Context: an optimization exercise on an open-source flow, tuned for small area, a short achievable clock period and few clock cycles per item. The choices shown serve that exercise and are no tape-out recipe.
Only simulation tests tie the RTL to the original design; equivalence was not proved.
Power figures rest on the tool's default switching activity, not on a simulated workload.

## fir_serial_mac
module fir_serial_mac #(
  parameter int DATA_W = fir_pkg::DATA_W_DEF,
  parameter int COEF_W = fir_pkg::COEF_W_DEF,
  parameter int TAPS   = 11,
  parameter int FRAC_W = fir_pkg::FRAC_W_DEF,
  parameter int ADDR_W = fir_pkg::clog2(TAPS)
) (
  input  logic                     i_clk,
  input  logic                     i_rst,
  input  logic                     i_valid,
  output logic                     o_ready,
  input  logic signed [DATA_W-1:0] i_data,
  input  logic                     i_coef_we,
  input  logic [ADDR_W-1:0]        i_coef_addr,
  input  logic signed [COEF_W-1:0] i_coef_data,
  output logic                     o_valid,
  output logic signed [DATA_W-1:0] o_data,
  output logic                     o_sat
);
Size: about 63 I/O pins, roughly 96,000 um^2 of cells after synthesis.
Settings: LEC_CHECK=0, CAP_MARGIN=20, CORE_MARGIN=2, CORE_UTILIZATION=55, CTS_CLUSTER_DIAMETER=90, CTS_CLUSTER_SIZE=20, PLACE_DENSITY=0.65, SLEW_MARGIN=30, SYNTH_HIERARCHICAL=1, SYNTH_MINIMUM_KEEP_SIZE=0, TNS_END_PERCENT=100; clock period 10.0 ns.
standard.sh (not shown) runs the stock make flow with config.mk's settings and CLKGATE_MAP_FILE= SYNTH_SCRIPT=/design/flow/synth_recipe.tcl, a recipe that flattens the netlist after the stock synthesis.
==> flow/flow/run.sh <==
#!/bin/bash
set -e
export SETUP_SLACK_MARGIN=6.3
bash standard.sh > standard_flow.log 2>&1
Testbench counts at the start, summed over its fixed seeds: cycles 1,984, items 1,920.
Then changed:
==> flow/flow/run.sh (replaced) <==
#!/bin/bash
set -e
export SETUP_SLACK_MARGIN=6.35
bash standard.sh > standard_flow.log 2>&1
After rerunning: Die area stays the same; worst setup slack gains 3.0 ps; synthesized cell count stays the same.


Starting RTL as in the previous note.
==> flow/config.mk <==
export PLATFORM = sky130hd
export DESIGN_NAME = fir_serial_mac
export DESIGN_NICKNAME = fir_serial_mac
export VERILOG_FILES = /design/flow/design.v
export SDC_FILE = /design/flow/constraint.sdc
export NUM_CORES = 4
export LEC_CHECK = 0
export CAP_MARGIN = 20
export CORE_MARGIN = 2
export CORE_UTILIZATION = 55
export CTS_CLUSTER_DIAMETER = 100
export CTS_CLUSTER_SIZE = 24
export PLACE_DENSITY = 0.65
export SLEW_MARGIN = 30
export SYNTH_HIERARCHICAL = 1
export SYNTH_MINIMUM_KEEP_SIZE = 0
export TNS_END_PERCENT = 100
==> flow/constraint.sdc <==
create_clock -name core_clock -period 10.0 [get_ports {i_clk}]
set_input_delay 2.0000 -clock core_clock [delete_from_list [all_inputs] [get_ports {i_clk}]]
set_output_delay 2.0000 -clock core_clock [all_outputs]
set_load 0.01 [all_outputs]
==> flow/flow/run.sh <==
#!/bin/bash
set -e
export SETUP_SLACK_MARGIN=6.1
bash standard.sh > standard_flow.log 2>&1
Testbench counts at the start, summed over its fixed seeds: cycles 1,984, items 1,920.
Then changed:
==> flow/flow/run.sh (replaced) <==
#!/bin/bash
set -e
export SETUP_SLACK_MARGIN=6.45
bash standard.sh > standard_flow.log 2>&1
CTS_CLUSTER_DIAMETER = 90   (was 100)
CTS_CLUSTER_SIZE = 20   (was 24)
What happened:
- clock-buffer cell count climbs by 26
- cell area climbs by 7.2%
- setup slack gains 210 ps
- synthesized cell count does not change
- worst hold slack stays flat
- wire length climbs by 2.8%
- die area stays the same
- total power climbs by about 9%
- register-to-register slack gains 210 ps
- via count climbs by 2.6%
Then changed:
==> flow/flow/run.sh (replaced) <==
#!/bin/bash
set -e
export SETUP_SLACK_MARGIN=6.2
bash standard.sh > standard_flow.log 2>&1
What happened:
- cell count drops by 1.9%
- sequential power stays flat
- fmax goes down by 3.1%
- global-route usage drops by 0.78 points


Another version of the RTL of fir_serial_mac (not shown whole).
For scale: roughly 8500 cells after synthesis, ~63 I/O pins.
## fir_serial_mac
module fir_serial_mac #(
  parameter int DATA_W = fir_pkg::DATA_W_DEF,
  parameter int COEF_W = fir_pkg::COEF_W_DEF,
  parameter int TAPS   = 11,
  parameter int FRAC_W = fir_pkg::FRAC_W_DEF,
  parameter int ADDR_W = fir_pkg::clog2(TAPS)
) (
  input  logic                     i_clk,
  input  logic                     i_rst,
  input  logic                     i_valid,
  output logic                     o_ready,
  input  logic signed [DATA_W-1:0] i_data,
  input  logic                     i_coef_we,
  input  logic [ADDR_W-1:0]        i_coef_addr,
  input  logic signed [COEF_W-1:0] i_coef_data,
  output logic                     o_valid,
  output logic signed [DATA_W-1:0] o_data,
  output logic                     o_sat
);
  logic [17:0] h1;
  logic [17:0] h2;
  logic [17:0] h3;
  logic [17:0] h4;
  logic [17:0] h5;
  logic [17:0] h6;
  logic [17:0] h7;
  logic [17:0] h8;
  logic [17:0] h9;
  logic [17:0] h10;
  logic [23:0] ce0;
  logic [23:0] ce1;
  logic [23:0] ce2;
  logic [23:0] ce3;
  logic [23:0] ce4;
  logic [23:0] ce5;
  logic [23:0] ce6;
  logic [23:0] ce7;
  logic [23:0] ce8;
  logic [23:0] ce9;
  logic [23:0] ce10;
  logic pa_0_0;
  logic pa_0_1;
  logic pa_0_2;
  logic pa_0_3;
  ...
Settings: LEC_CHECK=0, CAP_MARGIN=20, CORE_MARGIN=2, CORE_UTILIZATION=55, CTS_CLUSTER_DIAMETER=90, CTS_CLUSTER_SIZE=20, PLACE_DENSITY=0.65, SLEW_MARGIN=30, SYNTH_HIERARCHICAL=1, SYNTH_MINIMUM_KEEP_SIZE=0, TNS_END_PERCENT=100; clock period 10.0 ns.
==> flow/flow/run.sh <==
#!/bin/bash
set -e
export SETUP_SLACK_MARGIN=6.35
bash standard.sh > standard_flow.log 2>&1
Testbench counts at the start, summed over its fixed seeds: cycles 1,984, items 1,920.
Change:
==> flow/flow/run.sh (replaced) <==
#!/bin/bash
set -e
export SETUP_SLACK_MARGIN=6.3
bash standard.sh > standard_flow.log 2>&1
Settings changed: CTS_CLUSTER_DIAMETER 90 to default, CTS_CLUSTER_SIZE 20 to default.
What happened: The changed run finished clean. Clock-buffer cell count grows by 86. Final cell count shrinks by 0.32%. Die area stays the same. Power grows by about 13%. Setup slack degrades by 0.014 ns. Sequential cell count is unchanged. Combinational power grows by 6.5%. Clock power grows by about 40%. Hold slack degrades by 0.0063 ns.

## what the ideal ports hide
Ports are ideal in the flow. The routed layouts listed here were re-timed in OpenROAD.
Step 1 assumes that a clkbuf_16 drives the clock port and a buf_2 every other input.
Step 2, shift: input delay + t, output delay - t, t = (earliest + latest rising clock arrival at the registers) / 2. This alone moves slack from input paths to output paths.
Three values: no drivers, after step 1, after step 2; two values: the first two.
| run | t, ns | setup WS [ns] | hold slack, ns | worst setup path at the end |
|---|---|---|---|---|
| the first run of note 1 | 0.847 | 6.294 / 6.262 / 6.294 | 0.446 / 0.446 / 0.446 | register to register |
| the second run of note 1 | 0.843 | 6.297 / 6.267 / 6.297 | 0.446 / 0.446 / 0.446 | register to register |
| the first run of note 2 | 0.897 | 6.093 / 6.048 / 6.093 | 0.446 / 0.446 / 0.446 | register to register |
| the second run of note 2 | 0.847 | 6.308 / 6.308 / 6.308 | 0.447 / 0.447 / 0.447 | register to register |
| the third run of note 2 | 0.837 | 6.189 / 6.132 / 6.189 | 0.445 / 0.445 / 0.445 | register to register |
| the first run of note 3 | 0.850 | 6.250 / 6.250 / 6.250 | 0.447 / 0.447 / 0.447 | register to register |
| the second run of note 3 | 0.899 | 6.237 / 6.222 / 6.203 | 0.441 / 0.441 / 0.441 | input to register |
After both steps every run listed still meets setup and hold. The setup slack of the second run of note 3, which loses most, moves by -0.015 ns with the drivers and by -0.034 ns with both steps.
